Context: an optimization exercise on an open-source flow, tuned for small area. The choices shown serve that exercise and are no tape-out recipe.
Function was checked by simulation only, so behaviour that the tests miss may differ from the original.
Power is estimated from default activity; no workload was simulated.

==> design.v <==
package dist_pkg;
    localparam int NUM_JOB_TYPES = 4;
    localparam int NUM_FTHREADS  = 4;
    localparam int JOB_TY_W      = 2;
    localparam int JOB_W      = 128;
    localparam int OPCODE_W   = 16;
    localparam int ADDR_W     = 58;
    localparam int OFFSET_W   = 32;
    localparam int CMD_W      = 8;
    localparam int PARAM_W    = 16;
    localparam int CMD_LINE_W = CMD_W + ADDR_W + ADDR_W + PARAM_W;
    localparam int JOB_CMD_LSB    = 0;
    localparam int JOB_PARAM_LSB  = 8;
    localparam int JOB_RD_OFS_LSB = 32;
    localparam int JOB_WR_OFS_LSB = 64;
    localparam logic [1:0] DIST_READY    = 2'b00;
    localparam logic [1:0] DIST_SCHEDULE = 2'b01;
    localparam logic [1:0] DIST_SUCCESS  = 2'b10;
    localparam logic [1:0] DIST_FAIL     = 2'b11;
endpackage
module addr_lo #(
    parameter int A1 = 7,
    parameter int A2 = 14,
    parameter int A3 = 21,
    parameter int A4 = 28
) (
    input  logic        clk,
    input  logic [31:0] base,
    input  logic [31:0] ofs,
    output logic [31:0] sum,
    output logic        cout
);
    logic [31:0] s_d;
    logic [31:0] s_q;
    logic [4:0]  c_d;
    logic [4:0]  c_q;
    logic [32:0] c;
    for (genvar i = 0; i < 32; i++) begin : g_r
        logic ci;
        if (i == 0 || i == A3) begin : g_c0
            assign ci = 1'b0;
        end else if (i == A1) begin : g_c1
            assign ci = c_q[0];
        end else if (i == A2) begin : g_c2
            assign ci = c_q[1];
        end else if (i == A4) begin : g_c4
            assign ci = c_q[3];
        end else begin : g_cn
            assign ci = c[i];
        end
        assign s_d[i]   = base[i] ^ ofs[i] ^ ci;
        assign c[i+1]   = (base[i] & ofs[i]) | (ci & (base[i] ^ ofs[i]));
    end
    assign c[0] = 1'b0;
    assign c_d  = {c[32], c[A4], c[A3], c[A2], c[A1]};
    always_ff @(posedge clk) begin
        s_q <= s_d;
        c_q <= c_d;
    end
    logic        inc_c;
    assign {inc_c, sum[31:A3]} = {1'b0, s_q[31:A3]} + {{(32-A3){1'b0}}, c_q[2]};
    assign sum[A3-1:0] = s_q[A3-1:0];
    assign cout = c_q[4] | inc_c;
endmodule
module job_distributor (
    input  logic             clk,
    input  logic             rst_n,
    input  logic [4*16-1:0]  fthread_config,
    input  logic             fthread_config_valid,
    input  logic [4*16-1:0]  job_config,
    input  logic             job_config_valid,
    input  logic [3:0]       job_queue_valid,
    input  logic [4*128-1:0] job_queue_data,
    output logic [3:0]       job_queue_ready,
    input  logic [57:0]      ws_base_addr,
    input  logic             ws_base_addr_valid,
    output logic [4*140-1:0] fthread_job,
    output logic [3:0]       fthread_job_valid,
    input  logic [3:0]       fthread_done
);
    localparam int A1 = 7;
    localparam int A2 = 14;
    localparam int A3 = 21;
    logic [3:0][15:0] fthread_opcode;
    logic [3:0][15:0] job_opcode;
    logic [57:0]      base_q;
    always_ff @(posedge clk) begin
        if (fthread_config_valid) fthread_opcode <= fthread_config;
        if (job_config_valid)     job_opcode     <= job_config;
        if (ws_base_addr_valid)   base_q         <= ws_base_addr;
    end
    logic [1:0] phase;
    logic [3:0] q_oh;
    logic       q_inc;
    logic       take;
    logic [3:0] busy;
    logic [3:0] pick_q;
    assign take = (phase == 2'd0) && |(job_queue_valid & q_oh);
    assign q_inc = (phase == 2'd0) ? !take : (phase == 2'd3);
    always_ff @(posedge clk) begin
        if (!rst_n) begin
            phase <= 2'd0;
            q_oh  <= 4'b0001;
        end else begin
            if (phase == 2'd0) begin
                if (take) phase <= 2'd1;
            end else begin
                phase <= phase + 2'd1;
            end
            if (q_inc) begin
                q_oh <= {q_oh[2:0], q_oh[3]};
            end
        end
    end
    logic [3:0]  avail;
    logic [3:0]  pick;
    logic [15:0] type_opcode;
    always_comb begin
        type_opcode = '0;
        for (int t = 0; t < 4; t++) begin
            type_opcode |= job_opcode[t] & {16{q_oh[t]}};
        end
    end
    always_comb begin
        for (int f = 0; f < 4; f++) begin
            avail[f] = (type_opcode == fthread_opcode[f]) && !busy[f];
        end
    end
    assign pick = avail & (~avail + 4'd1);
    always_ff @(posedge clk) begin
        if (phase == 2'd1) pick_q <= pick;
    end
    logic [3:0] job_set;
    assign job_set = (phase == 2'd2) ? pick_q : 4'd0;
    always_ff @(posedge clk) begin
        if (!rst_n) begin
            busy <= 4'd0;
        end else begin
            busy <= job_set | (busy & ~fthread_done);
        end
    end
    assign job_queue_ready = q_oh & {4{(phase == 2'd2) && (|pick_q)}};
    assign fthread_job_valid = (phase == 2'd3) ? pick_q : 4'd0;
    logic [127:0] sel_word;
    always_comb begin
        sel_word = '0;
        for (int k = 0; k < 4; k++) begin
            sel_word |= job_queue_data[k*128 +: 128] & {128{q_oh[k]}};
        end
    end
    logic [31:0] rd_ofs, wr_ofs;
    assign rd_ofs = sel_word[63:32];
    assign wr_ofs = sel_word[95:64];
    logic [7:0]  cmd_q;
    logic [15:0] param_q;
    always_ff @(posedge clk) begin
        cmd_q   <= sel_word[7:0];
        param_q <= sel_word[23:8];
    end
    logic [31:0] rd_lo, wr_lo;
    logic        rd_cout, wr_cout;
    addr_lo #(.A1(A1), .A2(A2), .A3(A3)) rd_lo_inst (
        .clk, .base(base_q[31:0]), .ofs(rd_ofs), .sum(rd_lo), .cout(rd_cout)
    );
    addr_lo #(.A1(A1), .A2(A2), .A3(A3)) wr_lo_inst (
        .clk, .base(base_q[31:0]), .ofs(wr_ofs), .sum(wr_lo), .cout(wr_cout)
    );
    logic [25:0] ones;
    logic [25:0] rd_hi, wr_hi;
    assign ones[0] = 1'b1;
    for (genvar k = 1; k < 26; k++) begin : g_ones
        assign ones[k] = ones[k-1] & base_q[32+k-1];
    end
    assign rd_hi = base_q[57:32] ^ (ones & {26{rd_cout}});
    assign wr_hi = base_q[57:32] ^ (ones & {26{wr_cout}});
    logic [139:0] job_line;
    assign job_line = {cmd_q, rd_hi, rd_lo, wr_hi, wr_lo, param_q};
    assign fthread_job = {4{job_line}};
endmodule
==> flow/run.sh <==
#!/bin/bash
# Standard ORFS layout with two changes: port buffers use the smallest
# buffer cell, and CTS inserts no dummy loads. Each tool's output goes to a
# log in the work folder (ORFS also keeps its per-step logs under orfs/logs).
set -euo pipefail
export BUFFER_PORTS_ARGS="-buffer_cell sky130_fd_sc_hd__buf_1"
export CTS_ARGS="-sink_clustering_enable -repair_clock_nets -dont_use_dummy_load -buf_list sky130_fd_sc_hd__clkbuf_8 -sink_clustering_size 16 -sink_clustering_max_diameter 50"
export PLACE_PINS_ARGS="-min_distance 1 -min_distance_in_tracks"
bash standard.sh > standard.log 2>&1
==> standard.sh <==
#!/bin/bash
# synth_recipe.tcl (not shown) runs the flow's synth.tcl, then flattens the netlist and writes it again
# the make line also repeats each setting of config.mk as NAME=value (left out here)
make -C /OpenROAD-flow-scripts/flow DESIGN_CONFIG=/design/flow/config.mk WORK_HOME=/design/flow/orfs CLKGATE_MAP_FILE= SYNTH_SCRIPT=/design/flow/synth_recipe.tcl "${@:-finish}"
==> config.mk <==
export PLATFORM = sky130hd
export DESIGN_NAME = job_distributor
export DESIGN_NICKNAME = job_distributor
export VERILOG_FILES = /design/flow/design.v
export SDC_FILE = /design/flow/constraint.sdc
export NUM_CORES = 4
export LEC_CHECK = 0
export CAP_MARGIN = 20
export CORE_AREA = 5 5 205 205
export DIE_AREA = 0 0 210 210
export SLEW_MARGIN = 20
==> constraint.sdc <==
create_clock -name core_clock -period 5.0 [get_ports {clk}]
set_input_delay 1.0000 -clock core_clock [delete_from_list [all_inputs] [get_ports {clk}]]
set_output_delay 1.0000 -clock core_clock [all_outputs]
set_load 0.01 [all_outputs]
==> impl_metrics.toml, run 1 <==
[run_status]
status = "finished clean"

[floorplanning]
dieArea_mm2 = 0.0441
io_pins = 1279
start_util = 0.447
design.core.area_mm2 = 0.0396
die_y_um = 210
placementRows = 73
die_w_um = 210

[layout]
post-route-util = 0.495
fillers = 3795
drive_gt1_frac = 0.0432
synthToLayoutAreaGrowth_pct = 10.8
nets = 3032

[yosys]
syn_area_per_cell_um2 = 11.1
synth_edf_count = 190
synthFlopType = "edfxtp_1"
syn_inst = 1589
synth_cell_type_count = 50
synth.largest_area_cell = "edfxtp_1"
netlist_top_cells_count = "463 x buf_4, 190 x edfxtp_1, 108 x dfxtp_1"
ys_seq_area_frac = 0.444
yosysMostFrequentCell = "buf_4"
synth.ff_latch_count = 298
synth_fp_nets = 2374
netlist_area_mm2 = 0.0177
yosys.area.top_type_share = 0.322
ys_top_cells_by_area = "edfxtp_1 32%, buf_4 20%, dfxtp_1 12%, fa_1 6.8%, a22oi_1 4.5%"
synthArstFlopShare = 0
ys_warn_count = 2

[placement]
numPortBuffers = 1118
gp_congestion = 0.995
hpwl_mm = 56.2

[critical_path]
path_cells = "and4_1, a41oi_2, nor2_1, and2_1, nand2_1, xnor2_1, buf_1"
slowest_stage = "xnor2_1"
required_ps = 4000
cp_slowest_stage_delay_ps = 480
crit_path_start_kind = "register"
cp_max_fo = 12
crit_path_end_kind = "output port"
timing.setup.critical_path_class = "reg2out"
cp.arrival_ps = 3190

[pwr]
p_leak_nw = 7.06
power_density_mw_per_mm2 = 552
peakVddDrop_uv = 276

[grt]
grt_pass1_vias = 14473
grtUsageTotal = 0.279
grt_pass1_wl_mm = 91.9
overflow = 0
antenna_found_initial = 46
grt_max_degree = 71

[cts]
clkSinkCount = 298
clockRootBuffer = "clkbuf_8"
post-cts-setup-buffers = 0
clk_path_buf_depth = 3
cts_inserted_buffers = 38
clk_latency_ps = 570
cts_hold_buf = 0
path_clk_slew_ps = 70
htreeDepth = 2
cts-resized-gates = 0
cts_tree = "yes"

[worst_hold_path]
worstHoldPathType = "reg2reg"

[route]
wl_per_cell_um = 23.8
drtPass1Iterations = 7
drt_iter0_markers = 1020
via_per_inst = 5.14
drt-total-wl_mm = 67.1
antenna_left = 0
drc_errors = 0
vias = 14482

[timing]
worstMarginPinSlew_ps = 1020
slew_violations = 0
period_share = 0.838
setup_tns_ps = 0
maxSlewHeadroom = 0.323
timing_hold_violations_final = 0
fin_skew_ps = 62.7
fmax_mhz = 239
layout_min_cycle_time_ps = 4190
rsz0062_at_grt = "no"
setup_violations = 0

[flow_run]
drv_cap = 0
## path summary, 6_finish.rpt
check | start | to | slack, ps | cells past startpoint
worst max-delay path | wr_lo_inst.s_q[23] | fthread_job[483] | 810 | 7
worst min-delay path | busy[3] | busy[3] | 490 | 2
worst max register to register | q_oh[2] | rd_lo_inst.s_q[27] | 900 | 12
worst min register to register | busy[3] | busy[3] | 490 | 2
## metrics by stage
step / instance area (µm²) / power, mW / hold slack [ps] / instances / setup slack [ps]
3_3_place_gp: 19000 / 9.31 / 474 / 2732 / 534
6_report: 19600 / 10.8 / 488 / 2815 / 811
3_5_place_dp: 19000 / 9.38 / 486 / 2732 / 519
5_1_grt: 19600 / 11.5 / 510 / 2801 / 574
2_1_floorplan: 17700 / 8.90 / 451 / 1589 / 512
4_1_cts: 19500 / 10.9 / 493 / 2770 / 731
## cells in the final DEF, fill, tap and decap left out, types with 3 or more instances in the layout
master | netlist | routed
a22oi_2 | 16 | 16
and4_1 | 4 | 4
xnor2_1 | 68 | 68
a221oi_1 | 40 | 40
diode_2 | 0 | 45
clkbuf_8 | 0 | 38
ha_1 | 14 | 14
dfxtp_4 | 0 | 4
nand2_1 | 100 | 100
dfxtp_1 | 108 | 104
fa_1 | 60 | 60
edfxtp_1 | 190 | 190
nand4b_1 | 4 | 4
nor2_1 | 28 | 28
nand3_1 | 34 | 34
a22o_1 | 40 | 40
a21o_1 | 4 | 4
nand2b_1 | 7 | 7
nor4b_2 | 3 | 3
a21boi_0 | 4 | 4
mux2i_1 | 4 | 4
nor4_2 | 3 | 3
inv_1 | 88 | 88
and2_1 | 15 | 15
and3_1 | 23 | 23
a21oi_1 | 28 | 28
buf_1 | 17 | 1115
nor4_1 | 7 | 7
a22oi_1 | 106 | 106
buf_4 | 463 | 14
nand4_1 | 15 | 15
a22oi_4 | 6 | 6
xor2_1 | 32 | 32
nor2b_1 | 5 | 5
## worst max-delay path: cells and delay by family, from the launching register on
family | cells | cell delay, ps
AND/OR/NAND/NOR | 4 | 1240
flip-flops | 1 | 420
buffers and inverters | 1 | 220
AO/OA/AOI/OAI | 1 | 300
XOR/XNOR | 1 | 480
## kinds of logic after synthesis
group / count (synthesis) / synth area share
buffers and inverters: 604 / 0.230
DFF: 298 / 0.444
xor gates and xnor gates: 100 / 0.0494
adders and majority gates: 74 / 0.0777
and+or+nand+nor: 258 / 0.0773
muxes: 4 / 0.00226
AOI/OAI and AO/OA: 251 / 0.119
## flip-flops by register name, summed over array words and instances, names as in the netlist, 5 cells and up
register        count
fthread_opcode     64
job_opcode         64
base_q             58
rd_lo_inst.s_q     32
wr_lo_inst.s_q     32
param_q            16
cmd_q               8
rd_lo_inst.c_q      5
wr_lo_inst.c_q      5
## cell type report
class,instances,area (µm²),area share
inverter,88,330,0.0168
tap,525,657,0.0335
timing repair buffer,1134,4350,0.222
clock buffer,38,523,0.0267
sequential,298,7880,0.402
multi-input combinational,687,5770,0.294
antenna,45,113,0.00574
## metal layers
metal	routed length (µm)	vias up	global-route usage
li1	-	6402	-
met1	23100	6782	0.306
met2	32300	1009	0.464
met3	7210	273	0.0964
met4	4390	16	0.178
met5	101	-	0
## power by group
group          leakage (nW)  internal (mW)  switching [mW]
clock network         0.274          0.674           0.822
logic                  4.01           1.89            3.48
registers              2.77           3.25           0.717
==> run 2: changes to the inputs <==
--- a/flow/run.sh
+++ b/flow/run.sh
@@ -6,4 +6,5 @@
 export BUFFER_PORTS_ARGS="-buffer_cell sky130_fd_sc_hd__buf_1"
-export CTS_ARGS="-sink_clustering_enable -repair_clock_nets -dont_use_dummy_load -buf_list sky130_fd_sc_hd__clkbuf_8 -sink_clustering_size 16 -sink_clustering_max_diameter 50"
+export CTS_ARGS="-sink_clustering_enable -repair_clock_nets -dont_use_dummy_load -buf_list sky130_fd_sc_hd__clkbuf_4 -sink_clustering_size 10 -sink_clustering_max_diameter 40"
 export PLACE_PINS_ARGS="-min_distance 1 -min_distance_in_tracks"
+export RECOVER_POWER=100
 bash standard.sh > standard.log 2>&1
--- a/config.mk
+++ b/config.mk
@@ -8,4 +8,4 @@
 export CAP_MARGIN = 20
-export CORE_AREA = 5 5 205 205
-export DIE_AREA = 0 0 210 210
+export CORE_AREA = 5 5 185 185
+export DIE_AREA = 0 0 190 190
 export SLEW_MARGIN = 20
==> impl_metrics.toml, run 2 <==
[layout]
final_common_cell = "buf_1"
reg_top3 = "fthread_opcode x64, job_opcode x64, base_q x58"
nets = 3037
fillers = 2946
synthToLayoutAreaGrowth_pct = 8.64
drive_gt1_frac = 0.0400
stdcell_count = 2737
regArea_mm2 = 0.00788
multiInputGateArea_mm2 = 0.00573
final_cell_mix = "1,114 x buf_1, 190 x edfxtp_1, 107 x a22oi_1, 104 x dfxtp_1, 100 x nand2_1"
post-route-util = 0.596

[yosys]
synth_top_family_by_area = "buffers and inverters"
synthFlopType = "edfxtp_1"
syn_area_per_cell_um2 = 11.1
ys_seq_area_frac = 0.444
synth-adder-area-share = 0.0777
syn_inst = 1589
yosys.area.top_type_share = 0.322
ys_top_cells_by_area = "edfxtp_1 32%, buf_4 20%, dfxtp_1 12%, fa_1 6.8%, a22oi_1 4.5%"
synth.ff_latch_count = 298
synth_xor_area_frac = 0.0494
synthArstFlopShare = 0
synth_compound_area_frac = 0.119
synth_edf_count = 190
synth_fp_nets = 2374
synth.largest_area_cell = "edfxtp_1"
yosys.area_share.simple = 0.0773
yosysMostFrequentCell = "buf_4"
netlist_area_mm2 = 0.0177
netlist_top_cells_count = "463 x buf_4, 190 x edfxtp_1, 108 x dfxtp_1"
ys_warn_count = 2
synth_cell_type_count = 50
synth_mux_area_frac = 0.00226

[floorplanning]
start_util = 0.549
die_w_um = 190
die_y_um = 190
placementRows = 66
dieArea_mm2 = 0.0361
io_pins = 1279
design.core.area_mm2 = 0.0323

[pwr]
p_leak_nw = 6.93
p_int_mw = 5.52
clkPwrFrac = 0.109
power_density_mw_per_mm2 = 545
combPwrFrac = 0.514
peakVddDrop_uv = 444
swShare = 0.474
pwr-share-seq = 0.377
p_switching_mw = 4.96

[cts]
clk_latency_ps = 640
cts_tree = "yes"
clkSinkCount = 298
htreeDepth = 2
post-cts-setup-buffers = 0
path_clk_slew_ps = 110
clockRootBuffer = "clkbuf_4"
cts_inserted_buffers = 41
cts_hold_buf = 0
clk_path_buf_depth = 3
cts-resized-gates = 0

[critical_path]
cp.arrival_ps = 3500
timing.setup.critical_path_class = "reg2out"
cp_num_buf_inv = 1
crit_path_end_kind = "output port"
slowest_stage = "nor2_1"
cp_slowest_stage_delay_ps = 490
cp_max_fo = 12
crit_family = "simple AND/OR/NAND/NOR gates"
path_cells = "ha_1, and2_0, a41oi_1, nor2_1, and2_1, nand2_1, xnor2_1, buf_1"
crit_path_start_kind = "register"
required_ps = 4000

[placement]
dp.cells = 2651
hpwl_mm = 55.2
numPortBuffers = 1118
gp_congestion = 0.992

[timing]
worstMarginPinSlew_ps = 2490
maxSlewHeadroom = -0.663
rsz0062_at_grt = "no"
fmax_mhz = 222
setup_violations = 0
period_share = 0.900
slew_violations = 155
timing_hold_violations_final = 0
layout_min_cycle_time_ps = 4500
holdWs_ps = 469
setup_tns_ps = 0
fin_skew_ps = 92.1

[route]
drc_errors = 0
drt-total-wl_mm = 65.5
drt_iter0_markers = 1228
drtPass1Iterations = 7
antenna_left = 0
vias = 14504
wl_per_cell_um = 23.9
via_per_inst = 5.30

[grt]
overflow = 0
grt_max_degree = 46
grt_pass1_vias = 13444
grt_pass1_wl_mm = 87.4
antenna_found_initial = 57
grtUsageTotal = 0.329

[run_status]
status = "complete, but fails checks"
check-failures = "max-capacitance violations, max-slew violations"

[flow_run]
drv_cap = 4

[worst_hold_path]
worstHoldPathType = "in2reg"
==> run 2: metrics by stage <==
| step | power [mW] | cell area, µm² | setup slack (ps) |
|---|---|---|---|
| 3_5_place_dp | 9.36 | 18900 | 519 |
| 2_1_floorplan | 8.90 | 17700 | 512 |
| 5_1_grt | 11.2 | 19200 | 244 |
| 4_1_cts | 10.5 | 19200 | 653 |
| 3_3_place_gp | 9.28 | 18900 | 553 |
| 6_report | 10.5 | 19200 | 501 |
==> run 2: area by class of cell <==
cell class | instances | share of cell area
diodes | 45 | 0.00585
repair buffers | 1136 | 0.225
clock buffers | 41 | 0.0160
flip-flops and latches | 298 | 0.410
inverters | 88 | 0.0172
well taps | 442 | 0.0287
multi-input cells | 687 | 0.298
==> run 2: worst paths after layout <==
| kind | from | end | slack (ps) | depth (start not counted) |
|---|---|---|---|---|
| hold / removal | job_config[3] | job_opcode[3] | 470 | 1 |
| setup / recovery | wr_lo_inst.s_q[21] | fthread_job[351] | 500 | 8 |
| setup reg to reg | q_oh[1] | rd_lo_inst.s_q[6] | 610 | 9 |
| hold reg to reg | busy[2] | busy[2] | 490 | 2 |
==> run 2: cells by family (layout without fill, tap and decap cells) <==
family / count (synthesis) / after routing
AO/OA/AOI/OAI: 251 / 251
buffers and inverters: 604 / 1265
other: 0 / 45
adder cells (fa/ha/maj): 74 / 74
AND/OR/NAND/NOR: 258 / 258
multiplexers: 4 / 4
XOR/XNOR: 100 / 100
flip-flops: 298 / 298
==> run 2: power by group through the flow <==
| stage | logic, mW | clock network, mW | registers (mW) |
|---|---|---|---|
| 2_1_floorplan | 5.19 | 0 | 3.71 |
| 3_3_place_gp | 5.32 | 0 | 3.96 |
| 3_5_place_dp | 5.37 | 0 | 3.99 |
| 4_1_cts | 5.38 | 1.18 | 3.93 |
| 5_1_grt | 5.84 | 1.29 | 4.02 |
| 6_report | 5.38 | 1.14 | 3.95 |
==> run 2: layer usage <==
metal  routed length [µm]  GRT usage
met5                  228          0
met4                 3470      0.174
met3                 8690      0.123
met2                30500      0.524
met1                22600      0.390
==> run 2: worst reg2reg max path: cells and delay by family (launching register included) <==
family	cells	cell delay (ps)
fa+ha+maj	5	2120
buf+inv	2	1120
flops	1	710
compound gates	2	340
==> run 3: changes to the inputs <==
--- a/flow/run.sh
+++ b/flow/run.sh
@@ -8,3 +8,2 @@
 export PLACE_PINS_ARGS="-min_distance 1 -min_distance_in_tracks"
-export RECOVER_POWER=100
 bash standard.sh > standard.log 2>&1
--- a/config.mk
+++ b/config.mk
@@ -7,5 +7,5 @@
 export LEC_CHECK = 0
-export CAP_MARGIN = 20
+export CAP_MARGIN = 5
 export CORE_AREA = 5 5 185 185
 export DIE_AREA = 0 0 190 190
-export SLEW_MARGIN = 20
+export SLEW_MARGIN = 5
==> impl_metrics.toml, run 3 <==
[run_status]
status = "finished clean"

[grt]
grt_pass1_wl_mm = 87.4
antenna_found_initial = 57
grt_max_degree = 46
grtUsageTotal = 0.329
grt_pass1_vias = 13444
overflow = 0

[floorplanning]
placementRows = 66
dieArea_mm2 = 0.0361
io_pins = 1279
design.core.area_mm2 = 0.0323
start_util = 0.549
die_w_um = 190
die_y_um = 190

[timing]
fmax_mhz = 230
worstMarginPinSlew_ps = 1160
timing_hold_violations_final = 0
slew_violations = 0
setup_violations = 0
setup_tns_ps = 0
maxSlewHeadroom = 0.229
period_share = 0.869
rsz0062_at_grt = "no"
layout_min_cycle_time_ps = 4340
fin_skew_ps = 92.7
holdWs_ps = 472

[placement]
placed_area_mm2 = 0.0189
numPortBuffers = 1118
gp_congestion = 0.992
hpwl_mm = 55.2

[yosys]
ys_top_cells_by_area = "edfxtp_1 32%, buf_4 20%, dfxtp_1 12%, fa_1 6.8%, a22oi_1 4.5%"
ys_warn_count = 2
ys_seq_area_frac = 0.444
syn_inst = 1589
yosysMostFrequentCell = "buf_4"
syn_area_per_cell_um2 = 11.1
synth_cell_type_count = 50
netlist_top_cells_count = "463 x buf_4, 190 x edfxtp_1, 108 x dfxtp_1"
synthFlopType = "edfxtp_1"
synth_fp_nets = 2374
synth.ff_latch_count = 298
yosys.area.top_type_share = 0.322
synthArstFlopShare = 0
synth_edf_count = 190
netlist_area_mm2 = 0.0177
synth.largest_area_cell = "edfxtp_1"

[route]
wl_per_cell_um = 23.9
antenna_left = 0
via_per_inst = 5.29
drt-total-wl_mm = 65.4
drtPass1Iterations = 8
vias = 14485
drt_iter0_markers = 1218
drc_errors = 0

[layout]
reg_top3 = "fthread_opcode x64, job_opcode x64, base_q x58"
synthToLayoutAreaGrowth_pct = 8.98
design_area_mm2 = 0.0193
final_common_cell = "buf_1"
nets = 3037
drive_gt1_frac = 0.0453
final_cell_mix = "1,115 x buf_1, 190 x edfxtp_1, 106 x a22oi_1, 104 x dfxtp_1, 100 x nand2_1"

[critical_path]
crit_path_start_kind = "register"
path_cells = "a22oi_1, nand2_1, fa_1, inv_1, fa_1, fa_1, fa_1, fa_1, fa_1, inv_1, fa_1"
cp_num_buf_inv = 2
crit_path_end_kind = "register"
cpMostUsedCell = "fa_1"
cp_slowest_stage_delay_ps = 770
required_ps = 5500
timing.setup.critical_path_class = "reg2reg"
cp.arrival_ps = 4840
crit_family = "adder cells"
slowest_stage = "dfxtp_4"
cp_max_fo = 44

[flow_run]
drv_cap = 0

[cts]
clockRootBuffer = "clkbuf_4"
cts_hold_buf = 0
post-cts-setup-buffers = 0
path_clk_slew_ps = 110
clk_path_buf_depth = 3
clkSinkCount = 298
cts_inserted_buffers = 41
cts-resized-gates = 0
htreeDepth = 2
clk_latency_ps = 640
cts_tree = "yes"

[pwr]
peakVddDrop_uv = 443
total_power_mw = 10.5
power_density_mw_per_mm2 = 544
p_leak_nw = 6.98

[worst_hold_path]
worstHoldPathType = "in2reg"
run 3: routing by layer:
layer  GRT usage  up-vias  wire, µm
met5           0        -       215
met4       0.174       30      3520
met3       0.123      262      8420
met2       0.524     1059     30500
met1       0.390     6706     22800
li1            -     6428         -
run 3: path summary, 6_finish.rpt:
kind,cells after the start,start,end,slack [ps]
hold reg to reg,2,busy[2],busy[2],490
setup reg to reg,11,q_oh[0],wr_lo_inst.s_q[20],660
hold / removal,1,fthread_config[8],fthread_opcode[8],470
setup / recovery,11,q_oh[0],wr_lo_inst.s_q[20],660
run 3: logic make-up (layout without fill, tap and decap cells):
logic type | after synthesis | after routing | synth area share
buffers and inverters | 604 | 1265 | 0.230
AND/OR/NAND/NOR | 258 | 258 | 0.0773
adder cells (fa/ha/maj) | 74 | 74 | 0.0777
other | 0 | 46 | 0
flip-flops | 298 | 298 | 0.444
multiplexers | 4 | 4 | 0.00226
XOR/XNOR | 100 | 100 | 0.0494
AO/OA/AOI/OAI | 251 | 251 | 0.119
run 3: where the power goes:
group / leakage (nW) / internal, mW / switching, mW / total, mW
Clock: 0.189 / 0.377 / 0.770 / 1.15
Combinational: 4.02 / 1.90 / 3.50 / 5.41
Sequential: 2.77 / 3.24 / 0.711 / 3.96
Total: 6.98 / 5.53 / 4.98 / 10.5
run 3: cell type report:
class / count / area, µm²
diodes: 46 / 115
clock buffers: 41 / 308
fillers: 2938 / 13000
inverters: 88 / 330
multi-input cells: 687 / 5770
flip-flops and latches: 298 / 7880
well taps: 442 / 553
repair buffers: 1136 / 4350
run 3: through the flow:
step                worst slack (ps)  std cells  utilization
floorplan                        512       1589            -
global placement                 553       2651        0.585
detailed placement               519       2651        0.585
CTS                              653       2692        0.594
global route                     449       2724        0.597
finish                           657       2738        0.598
==> run 4: changes to the inputs <==
--- a/config.mk
+++ b/config.mk
@@ -7,5 +7,7 @@
 export LEC_CHECK = 0
-export CAP_MARGIN = 5
+export CAP_MARGIN = 20
 export CORE_AREA = 5 5 185 185
 export DIE_AREA = 0 0 190 190
-export SLEW_MARGIN = 5
+export GPL_ROUTABILITY_DRIVEN = 0
+export GPL_TIMING_DRIVEN = 0
+export SLEW_MARGIN = 20
==> impl_metrics.toml, run 4 <==
[layout]
design_area_mm2 = 0.0230
stdcell_count = 3247
regArea_mm2 = 0.00787
synthToLayoutAreaGrowth_pct = 29.9
multiInputGateArea_mm2 = 0.00577
post-route-util = 0.713
reg_top3 = "fthread_opcode x64, job_opcode x64, base_q x58"
drive_gt1_frac = 0.206
fillers = 2627
nets = 3535
final_common_cell = "buf_1"
final_cell_mix = "1,127 x buf_1, 464 x buf_4, 190 x edfxtp_1, 108 x dfxtp_1, 106 x a22oi_1"

[critical_path]
slowest_stage = "fa_1"
cp_slowest_stage_delay_ps = 460
r2r_end = "wr_lo_inst.s_q[20]"
cp_max_fo = 19
path_cells = "buf_6, buf_6, buf_4, clkbuf_4, a22oi_1, nand2_1, fa_1, inv_1, fa_1, fa_1, fa_1, fa_1, fa_1, inv_1, fa_1"
reg2reg_depth = 15
timing.setup.critical_path_class = "reg2reg"
required_ps = 5490
crit_path_start_kind = "register"
r2r-start = "q_oh[1]"
r2r_slack_ps = 160
crit_path_end_kind = "register"
cp.arrival_ps = 5340
cpMostUsedCell = "fa_1"

[route]
drtPass1Iterations = 8
antenna_left = 0
via_per_inst = 5.26
vias = 17082
wl_per_cell_um = 23.5
drt-total-wl_mm = 76.3
drt_iter0_markers = 1431
drc_errors = 0

[grt]
grt_max_degree = 34
antenna_found_initial = 70
overflow = 0
grt_pass1_wl_mm = 105
grtUsageTotal = 0.394
grt_pass1_vias = 16709

[yosys]
synthFlopType = "edfxtp_1"
syn_inst = 1589
netlist_area_mm2 = 0.0177
netlist_top_cells_count = "463 x buf_4, 190 x edfxtp_1, 108 x dfxtp_1"
synth_cell_type_count = 50
synth_edf_count = 190
ys_warn_count = 2
syn_area_per_cell_um2 = 11.1
synthArstFlopShare = 0
yosys.area.top_type_share = 0.322
synth.ff_latch_count = 298
ys_seq_area_frac = 0.444
synth_fp_nets = 2374
yosysMostFrequentCell = "buf_4"
synth.largest_area_cell = "edfxtp_1"
ys_top_cells_by_area = "edfxtp_1 32%, buf_4 20%, dfxtp_1 12%, fa_1 6.8%, a22oi_1 4.5%"

[cts]
post-cts-setup-buffers = 0
clk_latency_ps = 660
clkSinkCount = 298
cts_hold_buf = 0
clockRootBuffer = "clkbuf_4"
clk_path_buf_depth = 3
cts_inserted_buffers = 43
path_clk_slew_ps = 120
htreeDepth = 2
cts_tree = "yes"

[timing]
layout_min_cycle_time_ps = 4840
setup_tns_ps = 0
timing.final.ws_setup_ps = 157
maxSlewHeadroom = 0.459
timing_hold_violations_final = 0
worstMarginPinSlew_ps = 811
fin_skew_ps = 63.0
rsz0062_at_grt = "no"
holdWs_ps = 488
setup_violations = 0
fmax_mhz = 206
period_share = 0.969
slew_violations = 0

[placement]
dp.cells = 3152
dp_slack_ps = -929
hpwl_mm = 64.9
placed_area_mm2 = 0.0225
numPortBuffers = 1117

[worst_hold_path]
worstHoldPathCells = 1
hp-start = "job_config[51]"
worstHoldPathType = "in2reg"
min_to = "job_opcode[51]"

[floorplanning]
die_y_um = 190
dieArea_mm2 = 0.0361
die_w_um = 190
io_pins = 1279
design.core.area_mm2 = 0.0323
placementRows = 66
start_util = 0.549

[run_status]
status = "finished clean"

[pwr]
peakVddDrop_uv = 477
total_power_mw = 12.9
p_leak_nw = 9.29
power_density_mw_per_mm2 = 561

[flow_run]
drv_cap = 0
## run 4: how the worst max path moves through the flow
stage             from                  to  slack (ps)  cells past startpoint
2_1_floorplan  q_oh[1]  wr_lo_inst.s_q[13]         510                     16
3_3_place_gp   q_oh[1]  wr_lo_inst.s_q[20]        -840                     16
3_5_place_dp   q_oh[1]  wr_lo_inst.s_q[20]        -930                     16
4_1_cts        q_oh[0]  wr_lo_inst.s_q[20]          70                     15
5_1_grt        q_oh[1]  wr_lo_inst.s_q[20]          30                     15
6_report       q_oh[1]  wr_lo_inst.s_q[20]         160                     15
## run 4: area by class of cell
type | count | area share
clock buffer | 43 | 0.0140
buffer | 511 | 0.163
multi-input combinational | 687 | 0.251
antenna | 57 | 0.00620
inverter | 88 | 0.0144
tap | 442 | 0.0240
timing repair buffer | 1121 | 0.186
sequential | 298 | 0.342
## run 4: power breakdown
group          switching (mW)  total [mW]  internal (mW)
logic                    4.25        7.89           3.64
registers               0.597        3.84           3.24
clock network           0.774        1.17          0.396
## run 4: cell families after synthesis
group | synth area share
DFF | 0.444
and+or+nand+nor | 0.0773
AOI/OAI and AO/OA | 0.119
adders and majority gates | 0.0777
muxes | 0.00226
xor gates and xnor gates | 0.0494
buffers and inverters | 0.230
## run 4: repair_timing
action / 4_1_cts / 5_1_grt
gates resized for setup: 7 / 3
setup endpoints to repair: 23 / 4
hold endpoints to repair: 0 / 0
## run 4: layer usage
metal  vias to the layer above  wire length, µm  part of all wire  track usage
met5                         -              221            0.0029      0.00687
met4                        30             6410             0.084        0.294
met3                       433            10300              0.13        0.177
met2                      1379            34000              0.45        0.598
met1                      7790            25300              0.33        0.434
li1                       7450                -                 -            -
## run 4: critical path: cells and delay by family (launching register included)
kind | cells | cell delay (ps)
buffers and inverters | 6 | 1140
AND/OR/NAND/NOR | 1 | 240
adder cells (fa/ha/maj) | 7 | 2860
AO/OA/AOI/OAI | 1 | 90
flip-flops | 1 | 330
==> run 5: changes to the inputs <==
--- a/config.mk
+++ b/config.mk
@@ -10,4 +10,2 @@
 export DIE_AREA = 0 0 190 190
-export GPL_ROUTABILITY_DRIVEN = 0
-export GPL_TIMING_DRIVEN = 0
 export SLEW_MARGIN = 20
==> impl_metrics.toml, run 5 <==
[yosys]
synth_fp_nets = 2374
yosys.area.top_type_share = 0.322
netlist_top_cells_count = "463 x buf_4, 190 x edfxtp_1, 108 x dfxtp_1"
synth_edf_count = 190
ys_seq_area_frac = 0.444
syn_area_per_cell_um2 = 11.1
netlist_area_mm2 = 0.0177
yosysMostFrequentCell = "buf_4"
synth.largest_area_cell = "edfxtp_1"
synth_compound_area_frac = 0.119
syn_inst = 1589
synthArstFlopShare = 0
synth_top_family_by_area = "buffers and inverters"
synth_mux_area_frac = 0.00226
synth_xor_area_frac = 0.0494
synth.ff_latch_count = 298
yosys.area_share.simple = 0.0773
synthFlopType = "edfxtp_1"
ys_top_cells_by_area = "edfxtp_1 32%, buf_4 20%, dfxtp_1 12%, fa_1 6.8%, a22oi_1 4.5%"
synth_cell_type_count = 50
ys_warn_count = 2
synth-adder-area-share = 0.0777

[pwr]
power_density_mw_per_mm2 = 545
peakVddDrop_uv = 443
p_leak_nw = 6.98

[critical_path]
cpMostUsedCell = "fa_1"
cp_num_buf_inv = 2
slowest_stage = "dfxtp_4"
crit_path_start_kind = "register"
required_ps = 5500
cp_slowest_stage_delay_ps = 770
crit_family = "adder cells"
path_cells = "a22oi_1, nand2_1, fa_1, inv_1, fa_1, fa_1, fa_1, fa_1, fa_1, inv_1, fa_1"
timing.setup.critical_path_class = "reg2reg"
crit_path_end_kind = "register"
cp.arrival_ps = 4840
cp_max_fo = 44

[layout]
final_cell_mix = "1,115 x buf_1, 190 x edfxtp_1, 106 x a22oi_1, 104 x dfxtp_1, 100 x nand2_1"
design_area_mm2 = 0.0193
post-route-util = 0.598
reg_top3 = "fthread_opcode x64, job_opcode x64, base_q x58"
synthToLayoutAreaGrowth_pct = 8.98
regArea_mm2 = 0.00788
multiInputGateArea_mm2 = 0.00577
final_common_cell = "buf_1"
nets = 3037
drive_gt1_frac = 0.0453
fillers = 2938

[cts]
htreeDepth = 2
cts-resized-gates = 0
post-cts-setup-buffers = 0
cts_tree = "yes"
clockRootBuffer = "clkbuf_4"
cts_inserted_buffers = 41
path_clk_slew_ps = 110
cts_hold_buf = 0
clkSinkCount = 298
clk_path_buf_depth = 3
clk_latency_ps = 640

[route]
wl_per_cell_um = 23.9
drc_errors = 0
via_per_inst = 5.29
vias = 14492
drt-total-wl_mm = 65.5
drtPass1Iterations = 7
drt_iter0_markers = 1218
antenna_left = 0

[timing]
fmax_mhz = 230
setup_tns_ps = 0
setup_violations = 0
fin_skew_ps = 92.0
timing_hold_violations_final = 0
maxSlewHeadroom = 0.300
period_share = 0.869
rsz0062_at_grt = "no"
worstMarginPinSlew_ps = 1050
slew_violations = 0
layout_min_cycle_time_ps = 4340

[placement]
placed_area_mm2 = 0.0189
hpwl_mm = 55.2
gp_congestion = 0.992
numPortBuffers = 1118

[floorplanning]
dieArea_mm2 = 0.0361
die_y_um = 190
start_util = 0.549
design.core.area_mm2 = 0.0323
io_pins = 1279
die_w_um = 190
placementRows = 66

[grt]
grt_pass1_wl_mm = 87.4
antenna_found_initial = 57
grt_pass1_vias = 13444
grtUsageTotal = 0.329
grt_max_degree = 46
overflow = 0

[worst_hold_path]
worstHoldPathType = "in2reg"

[flow_run]
drv_cap = 0

[run_status]
status = "finished clean"
run 5: worst register-to-register path, stage by stage, from the launching register on:
cell	delay, ps
dfxtp_4	770
a22oi_1	200
nand2_1	250
fa_1	230
inv_1	60
fa_1	440
fa_1	440
fa_1	450
fa_1	440
fa_1	410
inv_1	90
fa_1	420
run 5: path summary, 6_finish.rpt:
kind / cells past startpoint / slack [ps] / start / end
worst min-delay path: 1 / 470 / fthread_config[8] / fthread_opcode[8]
worst max register to register: 11 / 660 / q_oh[0] / wr_lo_inst.s_q[20]
worst max-delay path: 11 / 660 / q_oh[0] / wr_lo_inst.s_q[20]
worst min register to register: 2 / 490 / busy[2] / busy[2]
run 5: where the power goes:
group          total (mW)  switching, mW  internal (mW)
Sequential           3.96          0.712           3.24
Clock                1.15          0.771          0.377
Combinational        5.41           3.50           1.90
Total                10.5           4.99           5.53
run 5: kinds of logic (layout without fill, tap and decap cells):
group | Yosys count | after routing
adder cells (fa/ha/maj) | 74 | 74
other | 0 | 46
buffers and inverters | 604 | 1265
XOR/XNOR | 100 | 100
flip-flops | 298 | 298
AND/OR/NAND/NOR | 258 | 258
multiplexers | 4 | 4
AO/OA/AOI/OAI | 251 | 251
run 5: layout make-up:
cell class / count / area share
inverter: 88 / 0.0171
antenna: 46 / 0.00596
timing repair buffer: 1136 / 0.225
clock buffer: 41 / 0.0159
sequential: 298 / 0.408
multi-input combinational: 687 / 0.299
tap: 442 / 0.0287
run 5: metrics by stage:
step	worst slack, ps	hold WS (ps)	power, mW	cells
after floorplan	512	451	8.90	1589
after global placement	553	469	9.28	2651
after detailed placement	519	482	9.36	2651
after CTS	653	421	10.5	2692
after global routing	449	422	11.2	2724
final	657	472	10.5	2738
run 5: layer usage:
metal,global-route usage,up-vias,routed length (µm),share of wire
li1,-,6430,-,-
met1,0.390,6707,22800,0.35
met2,0.524,1065,30500,0.47
met3,0.123,260,8430,0.13
met4,0.174,30,3460,0.053
met5,0,-,215,0.0033
==> run 6: changes to the inputs <==
--- a/flow/run.sh
+++ b/flow/run.sh
@@ -6,3 +6,3 @@
 export BUFFER_PORTS_ARGS="-buffer_cell sky130_fd_sc_hd__buf_1"
-export CTS_ARGS="-sink_clustering_enable -repair_clock_nets -dont_use_dummy_load -buf_list sky130_fd_sc_hd__clkbuf_4 -sink_clustering_size 10 -sink_clustering_max_diameter 40"
+export CTS_ARGS="-sink_clustering_enable -repair_clock_nets -dont_use_dummy_load -buf_list {sky130_fd_sc_hd__clkbuf_2 sky130_fd_sc_hd__clkbuf_4 sky130_fd_sc_hd__clkbuf_8} -sink_clustering_size 10 -sink_clustering_max_diameter 40"
 export PLACE_PINS_ARGS="-min_distance 1 -min_distance_in_tracks"
==> impl_metrics.toml, run 6 <==
[pwr]
power_density_mw_per_mm2 = 558
pwr-share-seq = 0.363
peakVddDrop_uv = 443
swShare = 0.461
combPwrFrac = 0.495
total_power_mw = 10.9
p_leak_nw = 7.08
p_switching_mw = 5.02
clkPwrFrac = 0.142
p_int_mw = 5.88

[timing]
fmax_mhz = 232
slew_violations = 0
worstMarginPinSlew_ps = 1040
timing_hold_violations_final = 0
rsz0062_at_grt = "no"
period_share = 0.862
fin_skew_ps = 48.9
setup_violations = 0
maxSlewHeadroom = 0.308
setup_tns_ps = 0
layout_min_cycle_time_ps = 4310

[placement]
numPortBuffers = 1118
gp_congestion = 0.992
hpwl_mm = 55.2

[yosys]
yosys.area.top_type_share = 0.322
synth.ff_latch_count = 298
syn_inst = 1589
synth_cell_type_count = 50
synth.largest_area_cell = "edfxtp_1"
ys_top_cells_by_area = "edfxtp_1 32%, buf_4 20%, dfxtp_1 12%, fa_1 6.8%, a22oi_1 4.5%"
synth_fp_nets = 2374
synth_edf_count = 190
yosysMostFrequentCell = "buf_4"
netlist_area_mm2 = 0.0177
synthFlopType = "edfxtp_1"
syn_area_per_cell_um2 = 11.1
ys_seq_area_frac = 0.444
synthArstFlopShare = 0
netlist_top_cells_count = "463 x buf_4, 190 x edfxtp_1, 108 x dfxtp_1"
ys_warn_count = 2

[grt]
grt_pass1_wl_mm = 87.4
grt_max_degree = 46
grt_pass1_vias = 13446
overflow = 0
grtUsageTotal = 0.330
antenna_found_initial = 56

[critical_path]
timing.setup.critical_path_class = "reg2reg"
crit_path_start_kind = "register"
path_cells = "a22oi_1, nand2_1, fa_1, inv_1, fa_1, fa_1, fa_1, fa_1, fa_1, inv_1, fa_1"
slowest_stage = "dfxtp_4"
cp_max_fo = 44
reg2reg_depth = 11
cp.arrival_ps = 4700
cpMostUsedCell = "fa_1"
r2r_end = "wr_lo_inst.s_q[20]"
r2r-start = "q_oh[0]"
cp_slowest_stage_delay_ps = 750
required_ps = 5390
r2r_slack_ps = 690
crit_path_end_kind = "register"

[cts]
clkSinkCount = 298
clk_path_buf_depth = 3
htreeDepth = 2
post-cts-setup-buffers = 0
cts_hold_buf = 0
cts-resized-gates = 0
cts_tree = "yes"
cts_inserted_buffers = 41
clk_latency_ps = 520
path_clk_slew_ps = 70
clockRootBuffer = "clkbuf_8"

[route]
drc_errors = 0
antenna_left = 0
drtPass1Iterations = 6
drt_iter0_markers = 1111
vias = 14446
drt-total-wl_mm = 65.4
via_per_inst = 5.28
wl_per_cell_um = 23.9

[layout]
synthToLayoutAreaGrowth_pct = 10.4
final_cell_mix = "1,115 x buf_1, 190 x edfxtp_1, 106 x a22oi_1, 104 x dfxtp_1, 100 x nand2_1"
post-route-util = 0.606
final_common_cell = "buf_1"
drive_gt1_frac = 0.0453
reg_top3 = "fthread_opcode x64, job_opcode x64, base_q x58"
nets = 3037

[floorplanning]
design.core.area_mm2 = 0.0323
dieArea_mm2 = 0.0361
die_y_um = 190
io_pins = 1279
start_util = 0.549
placementRows = 66
die_w_um = 190

[run_status]
status = "finished clean"

[worst_hold_path]
worstHoldPathCells = 2
hp-start = "busy[2]"
min_to = "busy[2]"
worstHoldPathType = "reg2reg"

[flow_run]
drv_cap = 0
==> run 6: cell count changes in the layout (fill, tap and decap cells not counted) <==
cell / previous run / this run
clkbuf_4: 41 / 0
diode_2: 46 / 43
clkbuf_8: 0 / 41
==> run 6: worst max-delay path by stage <==
stage | from | to | slack [ps] | cells after the start
final | q_oh[0] | wr_lo_inst.s_q[20] | 690 | 11
after floorplan | q_oh[1] | wr_lo_inst.s_q[13] | 510 | 16
after detailed placement | job_queue_data[78] | wr_lo_inst.s_q[20] | 520 | 12
after CTS | q_oh[0] | wr_lo_inst.s_q[20] | 720 | 11
after global placement | job_queue_data[78] | wr_lo_inst.s_q[20] | 550 | 12
after global routing | q_oh[0] | wr_lo_inst.s_q[20] | 510 | 11
==> run 6: area by class of cell <==
| class | count | area (µm²) |
|---|---|---|
| tap | 442 | 553 |
| fill | 2883 | 12700 |
| clock buffer | 41 | 564 |
| antenna | 43 | 108 |
| multi-input combinational | 687 | 5770 |
| inverter | 88 | 330 |
| sequential | 298 | 7880 |
| timing repair buffer | 1136 | 4350 |
==> run 6: through the flow <==
stage / hold slack [ps] / std cells / instance area [µm²] / setup slack [ps]
global route: 513 / 2721 / 19500 / 509
detailed placement: 482 / 2651 / 18900 / 519
CTS: 491 / 2692 / 19400 / 715
floorplan: 451 / 1589 / 17700 / 512
global placement: 469 / 2651 / 18900 / 553
finish: 484 / 2735 / 19600 / 692
==> run 6: cells by family (layout without fill, tap and decap cells) <==
family                     Yosys count  count (layout)  share of synthesized area
adders and majority gates           74              74                     0.0777
AOI/OAI and AO/OA                  251             251                      0.119
muxes                                4               4                    0.00226
buffers and inverters              604            1265                      0.230
other                                0              43                          0
DFF                                298             298                      0.444
and+or+nand+nor                    258             258                     0.0773
xor gates and xnor gates           100             100                     0.0494
==> run 6: power groups by stage <==
stage                     Combinational, mW  Clock [mW]  Sequential, mW
after floorplan                        5.19           0            3.71
after global placement                 5.32           0            3.96
after detailed placement               5.37           0            3.99
after CTS                              5.38        1.58            3.94
after global routing                   5.86        1.69            4.02
final                                  5.40        1.54            3.96
==> run 6: critical path, delay by kind of cell, from the launching register on <==
family | cells | cell delay (ps)
flops | 1 | 750
simple gates | 1 | 250
compound gates | 1 | 190
buf+inv | 2 | 150
fa+ha+maj | 7 | 2810
==> run 6: layer usage <==
layer,wire length [µm],global-route usage,vias to the layer above,share of wire
met5,186,0,-,0.0028
met4,3560,0.174,26,0.054
met3,7940,0.126,253,0.12
met2,30500,0.524,1044,0.47
met1,23200,0.388,6711,0.36
li1,-,-,6412,-
==> run 7: changes to the inputs <==
--- a/flow/run.sh
+++ b/flow/run.sh
@@ -6,3 +6,3 @@
 export BUFFER_PORTS_ARGS="-buffer_cell sky130_fd_sc_hd__buf_1"
-export CTS_ARGS="-sink_clustering_enable -repair_clock_nets -dont_use_dummy_load -buf_list {sky130_fd_sc_hd__clkbuf_2 sky130_fd_sc_hd__clkbuf_4 sky130_fd_sc_hd__clkbuf_8} -sink_clustering_size 10 -sink_clustering_max_diameter 40"
+export CTS_ARGS="-sink_clustering_enable -repair_clock_nets -dont_use_dummy_load -buf_list sky130_fd_sc_hd__clkbuf_4 -sink_clustering_size 8 -sink_clustering_max_diameter 40"
 export PLACE_PINS_ARGS="-min_distance 1 -min_distance_in_tracks"
==> impl_metrics.toml, run 7 <==
[critical_path]
slowest_stage = "and2_1"
timing.setup.critical_path_class = "reg2out"
cp_num_buf_inv = 1
crit_path_start_kind = "register"
path_cells = "and4_1, a41oi_2, nor2_1, and2_1, nand3_1, xnor2_1, buf_1"
crit_path_end_kind = "output port"
cp_max_fo = 12
required_ps = 4000
crit_family = "simple AND/OR/NAND/NOR gates"
cp.arrival_ps = 3410
cp_slowest_stage_delay_ps = 460

[cts]
path_clk_slew_ps = 90
cts-resized-gates = 0
post-cts-setup-buffers = 0
htreeDepth = 2
cts_inserted_buffers = 46
clk_path_buf_depth = 3
clkSinkCount = 298
cts_tree = "yes"
clockRootBuffer = "clkbuf_4"
cts_hold_buf = 0
clk_latency_ps = 730

[yosys]
synth.ff_latch_count = 298
ys_top_cells_by_area = "edfxtp_1 32%, buf_4 20%, dfxtp_1 12%, fa_1 6.8%, a22oi_1 4.5%"
synth_cell_type_count = 50
synthArstFlopShare = 0
yosys.area.top_type_share = 0.322
synth_fp_nets = 2374
netlist_top_cells_count = "463 x buf_4, 190 x edfxtp_1, 108 x dfxtp_1"
netlist_area_mm2 = 0.0177
synth.largest_area_cell = "edfxtp_1"
syn_area_per_cell_um2 = 11.1
yosysMostFrequentCell = "buf_4"
ys_seq_area_frac = 0.444
ys_warn_count = 2
synth_edf_count = 190
synthFlopType = "edfxtp_1"
syn_inst = 1589

[grt]
grt_max_degree = 46
antenna_found_initial = 56
grt_pass1_wl_mm = 87.3
grtUsageTotal = 0.329
grt_pass1_vias = 13483
overflow = 0

[route]
drc_errors = 0
drt_iter0_markers = 1179
via_per_inst = 5.28
drtPass1Iterations = 7
drt-total-wl_mm = 65.3
vias = 14484
wl_per_cell_um = 23.8
antenna_left = 0

[timing]
period_share = 0.881
maxSlewHeadroom = 0.313
timing_hold_violations_final = 0
layout_min_cycle_time_ps = 4410
worstMarginPinSlew_ps = 1030
setup_tns_ps = 0
fmax_mhz = 227
fin_skew_ps = 143
setup_violations = 0
holdWs_ps = 425
slew_violations = 0
rsz0062_at_grt = "no"
timing.final.ws_setup_ps = 593

[layout]
nets = 3042
fillers = 2935
drive_gt1_frac = 0.0475
final_common_cell = "buf_1"
final_cell_mix = "1,115 x buf_1, 190 x edfxtp_1, 106 x a22oi_1, 104 x dfxtp_1, 100 x nand2_1"
synthToLayoutAreaGrowth_pct = 9.18
reg_top3 = "fthread_opcode x64, job_opcode x64, base_q x58"

[placement]
numPortBuffers = 1118
dp_slack_ps = 519
hpwl_mm = 55.2
gp_congestion = 0.992

[floorplanning]
die_w_um = 190
placementRows = 66
die_y_um = 190
start_util = 0.549
io_pins = 1279
dieArea_mm2 = 0.0361
design.core.area_mm2 = 0.0323

[worst_hold_path]
worstHoldPathType = "in2reg"

[run_status]
status = "finished clean"

[pwr]
power_density_mw_per_mm2 = 546
peakVddDrop_uv = 443
p_leak_nw = 7.00

[flow_run]
drv_cap = 0
==> run 7: cell counts after synthesis <==
Identical to the previous run, type by type.
==> run 7: stage by stage <==
| step | total power, mW | std cells | cell area, µm² | util |
|---|---|---|---|---|
| final | 10.6 | 2742 | 19300 | 0.599 |
| after global routing | 11.2 | 2727 | 19300 | 0.598 |
| after CTS | 10.5 | 2697 | 19200 | 0.595 |
| after detailed placement | 9.36 | 2651 | 18900 | 0.585 |
| after global placement | 9.28 | 2651 | 18900 | 0.585 |
| after floorplan | 8.90 | 1589 | 17700 | - |
==> run 7: cell type report <==
cell class	count	area, µm²	area share
timing repair buffer	1136	4350	0.225
multi-input combinational	687	5770	0.298
inverter	88	330	0.0171
antenna	45	113	0.00582
tap	442	553	0.0286
sequential	298	7880	0.408
clock buffer	46	345	0.0179
==> run 7: final timing paths <==
check	from	end	slack, ps	depth (start not counted)
min reg2reg	busy[2]	busy[2]	490	2
max reg2reg	q_oh[0]	wr_lo_inst.s_q[20]	650	11
min	fthread_config[7]	fthread_opcode[7]	430	1
max	wr_lo_inst.s_q[24]	fthread_job[490]	590	7
==> run 7: logic make-up after synthesis <==
kind of cell | Yosys count | synth area share
fa+ha+maj | 74 | 0.0777
compound gates | 251 | 0.119
buf+inv | 604 | 0.230
mux | 4 | 0.00226
xor+xnor | 100 | 0.0494
simple gates | 258 | 0.0773
flops | 298 | 0.444
==> run 7: worst reg2reg max path, stage by stage (launching register included) <==
cell	delay, ps
dfxtp_4	770
a22oi_1	210
nand2_1	270
fa_1	240
inv_1	60
fa_1	430
fa_1	430
fa_1	460
fa_1	440
fa_1	410
inv_1	90
fa_1	420
==> run 7: power breakdown <==
part	switching, mW	leakage (nW)	total, mW	internal, mW
logic	3.49	4.02	5.40	1.91
registers	0.714	2.77	3.96	3.25
clock network	0.780	0.212	1.20	0.421
==> run 7: layer usage <==
layer	wire length, µm	global-route usage	up-vias	share of wire
met3	8510	0.126	258	0.13
met1	22700	0.387	6697	0.35
met4	3890	0.175	28	0.059
met2	30000	0.525	1051	0.46
met5	205	0	-	0.0031
li1	-	-	6450	-
==> run 8: changes to the inputs <==
==> flow/run.sh (replaced) <==
#!/bin/bash
# The standard ORFS layout (standard.sh, standard synthesis unchanged)
# with these layout choices:
#  - every port still gets its own buffer, but the smallest one (buf_1);
#  - pins may sit one routing track apart, so a small die fits all ports;
set -euo pipefail
export BUFFER_PORTS_ARGS="-buffer_cell sky130_fd_sc_hd__buf_1"
export PLACE_PINS_ARGS="-min_distance 1 -min_distance_in_tracks"
export CTS_ARGS="-sink_clustering_enable -repair_clock_nets -dont_use_dummy_load -buf_list sky130_fd_sc_hd__clkbuf_4 -sink_clustering_size 8 -sink_clustering_max_diameter 40"
bash standard.sh > standard.log 2>&1
==> impl_metrics.toml, run 8 <==
[route]
drc_errors = 0
drt-total-wl_mm = 65.3
drtPass1Iterations = 7
vias = 14484
antenna_left = 0
via_per_inst = 5.28
wl_per_cell_um = 23.8
drt_iter0_markers = 1179

[yosys]
synthArstFlopShare = 0
netlist_area_mm2 = 0.0177
syn_inst = 1589
yosysMostFrequentCell = "buf_4"
netlist_top_cells_count = "463 x buf_4, 190 x edfxtp_1, 108 x dfxtp_1"
ys_warn_count = 2
ys_seq_area_frac = 0.444
yosys.area.top_type_share = 0.322
synthFlopType = "edfxtp_1"
synth.largest_area_cell = "edfxtp_1"
synth_cell_type_count = 50
synth_fp_nets = 2374
synth.ff_latch_count = 298
ys_top_cells_by_area = "edfxtp_1 32%, buf_4 20%, dfxtp_1 12%, fa_1 6.8%, a22oi_1 4.5%"
syn_area_per_cell_um2 = 11.1
synth_edf_count = 190

[cts]
cts-resized-gates = 0
cts_inserted_buffers = 46
clkSinkCount = 298
htreeDepth = 2
cts_tree = "yes"
clockRootBuffer = "clkbuf_4"
cts_hold_buf = 0
clk_path_buf_depth = 3
post-cts-setup-buffers = 0
clk_latency_ps = 730
path_clk_slew_ps = 90

[grt]
overflow = 0
antenna_found_initial = 56
grt_max_degree = 46
grtUsageTotal = 0.329
grt_pass1_vias = 13483
grt_pass1_wl_mm = 87.3

[timing]
layout_min_cycle_time_ps = 4410
maxSlewHeadroom = 0.313
worstMarginPinSlew_ps = 1030
period_share = 0.881
slew_violations = 0
rsz0062_at_grt = "no"
fmax_mhz = 227
fin_skew_ps = 143
setup_violations = 0
setup_tns_ps = 0
timing_hold_violations_final = 0

[critical_path]
timing.setup.critical_path_class = "reg2out"
cp.arrival_ps = 3410
crit_path_start_kind = "register"
required_ps = 4000
cp_max_fo = 12
crit_path_end_kind = "output port"

[worst_hold_path]
worstHoldPathType = "in2reg"

[layout]
multiInputGateArea_mm2 = 0.00577
drive_gt1_frac = 0.0475
final_cell_mix = "1,115 x buf_1, 190 x edfxtp_1, 106 x a22oi_1, 104 x dfxtp_1, 100 x nand2_1"
final_common_cell = "buf_1"
post-route-util = 0.599
synthToLayoutAreaGrowth_pct = 9.18
regArea_mm2 = 0.00788
reg_top3 = "fthread_opcode x64, job_opcode x64, base_q x58"
nets = 3042
fillers = 2935

[placement]
numPortBuffers = 1118
hpwl_mm = 55.2
gp_congestion = 0.992

[flow_run]
drv_cap = 0

[floorplanning]
start_util = 0.549
placementRows = 66
die_w_um = 190
design.core.area_mm2 = 0.0323
io_pins = 1279
die_y_um = 190
dieArea_mm2 = 0.0361

[pwr]
peakVddDrop_uv = 443
p_leak_nw = 7.00
power_density_mw_per_mm2 = 546

[run_status]
status = "finished clean"
## run 8: worst paths after layout
check | startpoint | to | slack [ps] | cells past startpoint
min reg2reg | busy[2] | busy[2] | 490 | 2
min | fthread_config[7] | fthread_opcode[7] | 430 | 1
max | wr_lo_inst.s_q[24] | fthread_job[490] | 590 | 7
max reg2reg | q_oh[0] | wr_lo_inst.s_q[20] | 650 | 11
## run 8: cells by family after synthesis
kind of cell	Yosys count	share of synthesized area
adders and majority gates	74	0.0777
xor gates and xnor gates	100	0.0494
muxes	4	0.00226
and+or+nand+nor	258	0.0773
DFF	298	0.444
buffers and inverters	604	0.230
AOI/OAI and AO/OA	251	0.119
## run 8: metrics by stage
step | std cells | hold WS (ps) | instance area, µm² | setup slack, ps | total power, mW
after floorplan | 1589 | 451 | 17700 | 512 | 8.90
after global placement | 2651 | 469 | 18900 | 553 | 9.28
after detailed placement | 2651 | 482 | 18900 | 519 | 9.36
after CTS | 2697 | 388 | 19200 | 598 | 10.5
after global routing | 2727 | 391 | 19300 | 426 | 11.2
final | 2742 | 425 | 19300 | 593 | 10.6
## run 8: cell type report
type	instances	area share
Antenna cell	45	0.00582
Clock buffer	46	0.0179
Inverter	88	0.0171
Multi-Input combinational cell	687	0.298
Sequential cell	298	0.408
Tap cell	442	0.0286
Timing Repair Buffer	1136	0.225
## run 8: routing by layer
metal	part of all wire	track usage	wire, µm
met1	0.35	0.387	22700
met2	0.46	0.525	30000
met3	0.13	0.126	8510
met4	0.059	0.175	3890
met5	0.0031	0	205
## run 8: report_power, final
group          switching (mW)  internal (mW)  total [mW]
clock network           0.780          0.421        1.20
logic                    3.49           1.91        5.40
registers               0.714           3.25        3.96
## run 8: critical path, cell delays in order, from the launching register on
cell,delay (ps)
dfxtp_1,400
and4_1,340
a41oi_2,300
nor2_1,420
and2_1,460
nand3_1,160
xnor2_1,360
buf_1,230
==> run 9: changes to the inputs <==
--- a/design.v
+++ b/design.v
@@ -80,5 +80,5 @@
 );
-    localparam int A1 = 7;
-    localparam int A2 = 14;
-    localparam int A3 = 21;
+    localparam int A1 = 8;
+    localparam int A2 = 15;
+    localparam int A3 = 22;
     logic [3:0][15:0] fthread_opcode;
==> impl_metrics.toml, run 9 <==
[timing]
slew_violations = 0
fin_skew_ps = 89.5
worstMarginPinSlew_ps = 967
layout_min_cycle_time_ps = 4210
timing_hold_violations_final = 0
maxSlewHeadroom = 0.356
period_share = 0.843
holdWs_ps = 473
rsz0062_at_grt = "no"
fmax_mhz = 237
timing.final.ws_setup_ps = 786
setup_tns_ps = 0
setup_violations = 0

[floorplanning]
io_pins = 1279
die_w_um = 190
design.core.area_mm2 = 0.0323
placementRows = 66
die_y_um = 190
start_util = 0.541
dieArea_mm2 = 0.0361

[cts]
clk_path_buf_depth = 3
cts_hold_buf = 0
htreeDepth = 2
clkSinkCount = 298
post-cts-setup-buffers = 0
clockRootBuffer = "clkbuf_4"
cts-resized-gates = 0
cts_tree = "yes"
clk_latency_ps = 680
cts_inserted_buffers = 48
path_clk_slew_ps = 90

[yosys]
synth_cell_type_count = 44
syn_inst = 1575
yosysMostFrequentCell = "buf_4"
netlist_area_mm2 = 0.0175
netlist_top_cells_count = "465 x buf_4, 190 x edfxtp_1, 116 x a22oi_1"
syn_area_per_cell_um2 = 11.1
ys_seq_area_frac = 0.450
synth_fp_nets = 2360
ys_top_cells_by_area = "edfxtp_1 33%, buf_4 20%, dfxtp_1 12%, fa_1 6.9%, a22oi_1 5.0%"
synth.ff_latch_count = 298
synthFlopType = "edfxtp_1"
synthArstFlopShare = 0
synth_edf_count = 190
yosys.area.top_type_share = 0.327
ys_warn_count = 2
synth.largest_area_cell = "edfxtp_1"

[grt]
grt_pass1_wl_mm = 90.0
grt_pass1_vias = 13837
antenna_found_initial = 46
grt_max_degree = 40
overflow = 0
grtUsageTotal = 0.339

[layout]
final_cell_mix = "1,115 x buf_1, 190 x edfxtp_1, 116 x a22oi_1, 104 x dfxtp_1, 90 x nand2_1"
synthToLayoutAreaGrowth_pct = 9.11
drive_gt1_frac = 0.0419
reg_top3 = "fthread_opcode x64, job_opcode x64, base_q x58"
post-route-util = 0.590
design_area_mm2 = 0.0191
stdcell_count = 2711
final_common_cell = "buf_1"
nets = 3029

[pwr]
p_int_mw = 5.51
pwr-share-seq = 0.377
total_power_mw = 10.4
p_leak_nw = 7.00
combPwrFrac = 0.506
peakVddDrop_uv = 281
swShare = 0.472
p_switching_mw = 4.93
clkPwrFrac = 0.116
power_density_mw_per_mm2 = 547

[critical_path]
crit_path_start_kind = "register"
crit_path_end_kind = "output port"
cp.arrival_ps = 3210
timing.setup.critical_path_class = "reg2out"
required_ps = 4000
cp_max_fo = 9

[route]
drtPass1Iterations = 6
vias = 14606
drt-total-wl_mm = 66.8
via_per_inst = 5.39
drc_errors = 0
wl_per_cell_um = 24.6
antenna_left = 0
drt_iter0_markers = 1170

[placement]
dp_slack_ps = 403
hpwl_mm = 56.5
placed_area_mm2 = 0.0186
numPortBuffers = 1118
gp_congestion = 0.980
dp.cells = 2636

[flow_run]
drv_cap = 0

[worst_hold_path]
worstHoldPathType = "in2reg"

[run_status]
status = "finished clean"
==> run 9: cell types whose count changed after synthesis, sizes merged, moves of 6 or more <==
cell    previous run  this run
buf              491       484
xor2              32        62
or4b               0         7
xnor2             68        34
nand4             15         7
nand3             34        42
clkbuf            25        35
nand2            100        90
nor2              28        22
==> run 9: per-layer routing <==
layer | vias up | track usage | share of wire
met3 | 278 | 0.147 | 0.14
met1 | 6769 | 0.415 | 0.36
li1 | 6374 | - | -
met2 | 1137 | 0.523 | 0.45
met4 | 48 | 0.151 | 0.047
met5 | - | 0 | 0.0051
==> run 9: critical path, stage by stage, from the launching register on <==
cell and delay [ps]:
dfxtp_1 320, ha_1 170, ha_1 180, and3_1 240, a41o_1 300, nor2b_1 170
buf_4 180, nand3_1 240, nor2_1 200, xor2_1 330, buf_1 220
==> run 9: final cells by class <==
class,count,area [µm²]
fillers,2944,13200
flip-flops and latches,298,7880
multi-input cells,671,5520
repair buffers,1138,4350
well taps,442,553
clock buffers,48,360
inverters,87,327
diodes,27,67.6
==> run 9: cell families (layout without fill, tap and decap cells) <==
logic type,Yosys count,in the layout,synth area share
and+or+nand+nor,244,244,0.0717
muxes,4,4,0.00229
buffers and inverters,606,1273,0.234
DFF,298,298,0.450
other,0,27,0
adders and majority gates,74,74,0.0788
xor gates and xnor gates,96,96,0.0481
AOI/OAI and AO/OA,253,253,0.115
==> run 9: final timing paths <==
check	from	end	slack, ps	cells past startpoint
worst min-delay path	fthread_config[56]	fthread_opcode[56]	470	1
worst max register to register	q_oh[2]	wr_lo_inst.s_q[7]	830	12
worst max-delay path	rd_lo_inst.c_q[2]	fthread_job[268]	790	10
worst min register to register	wr_lo_inst.c_q[3]	wr_lo_inst.s_q[28]	490	1
==> run 9: power by group through the flow <==
stage	Clock, mW	Sequential [mW]	Combinational, mW
after floorplan	0	3.70	5.07
after global placement	0	3.95	5.20
after detailed placement	0	3.97	5.24
after CTS	1.25	3.92	5.26
after global routing	1.36	4.01	5.72
final	1.21	3.94	5.28

-- port drivers added, routing unchanged --
How much do the figures lean on ideal ports? The routed layouts below were timed once more, with nothing changed but the port constraints.
Step 1, drivers: a clkbuf_16 drives clk and a buf_2 each remaining input, both assumed.
Step 2 times the ports against the registers' clock, not the clock port: input delays grow and output delays shrink by t, the midpoint of the rising clock arrivals with the driver on.
Slacks: ideal / step 1 / step 2; pairs: ideal / step 1.
run | t, ns | setup WS [ns] | hold slack, ns
run 1 | 0.588 | 0.811 / 0.760 / 0.508 | 0.488 / 0.488 / 0.488
run 2 | 0.671 | 0.501 / 0.450 / 0.477 | 0.469 / 0.448 / 0.489
run 3 | 0.664 | 0.657 / 0.620 / 0.474 | 0.472 / 0.454 / 0.489
run 4 | 0.680 | 0.157 / 0.157 / 0.157 | 0.488 / 0.467 / 0.496
run 5 | 0.664 | 0.657 / 0.620 / 0.475 | 0.472 / 0.454 / 0.489
run 6 | 0.571 | 0.692 / 0.692 / 0.476 | 0.484 / 0.484 / 0.484
run 7 | 0.701 | 0.593 / 0.540 / 0.387 | 0.425 / 0.405 / 0.490
run 8 | 0.701 | 0.593 / 0.540 / 0.387 | 0.425 / 0.405 / 0.490
run 9 | 0.681 | 0.786 / 0.742 / 0.400 | 0.473 / 0.462 / 0.488
The setup slack of run 9, which loses most, moves by -0.044 ns with the drivers and by -0.386 ns with both steps.
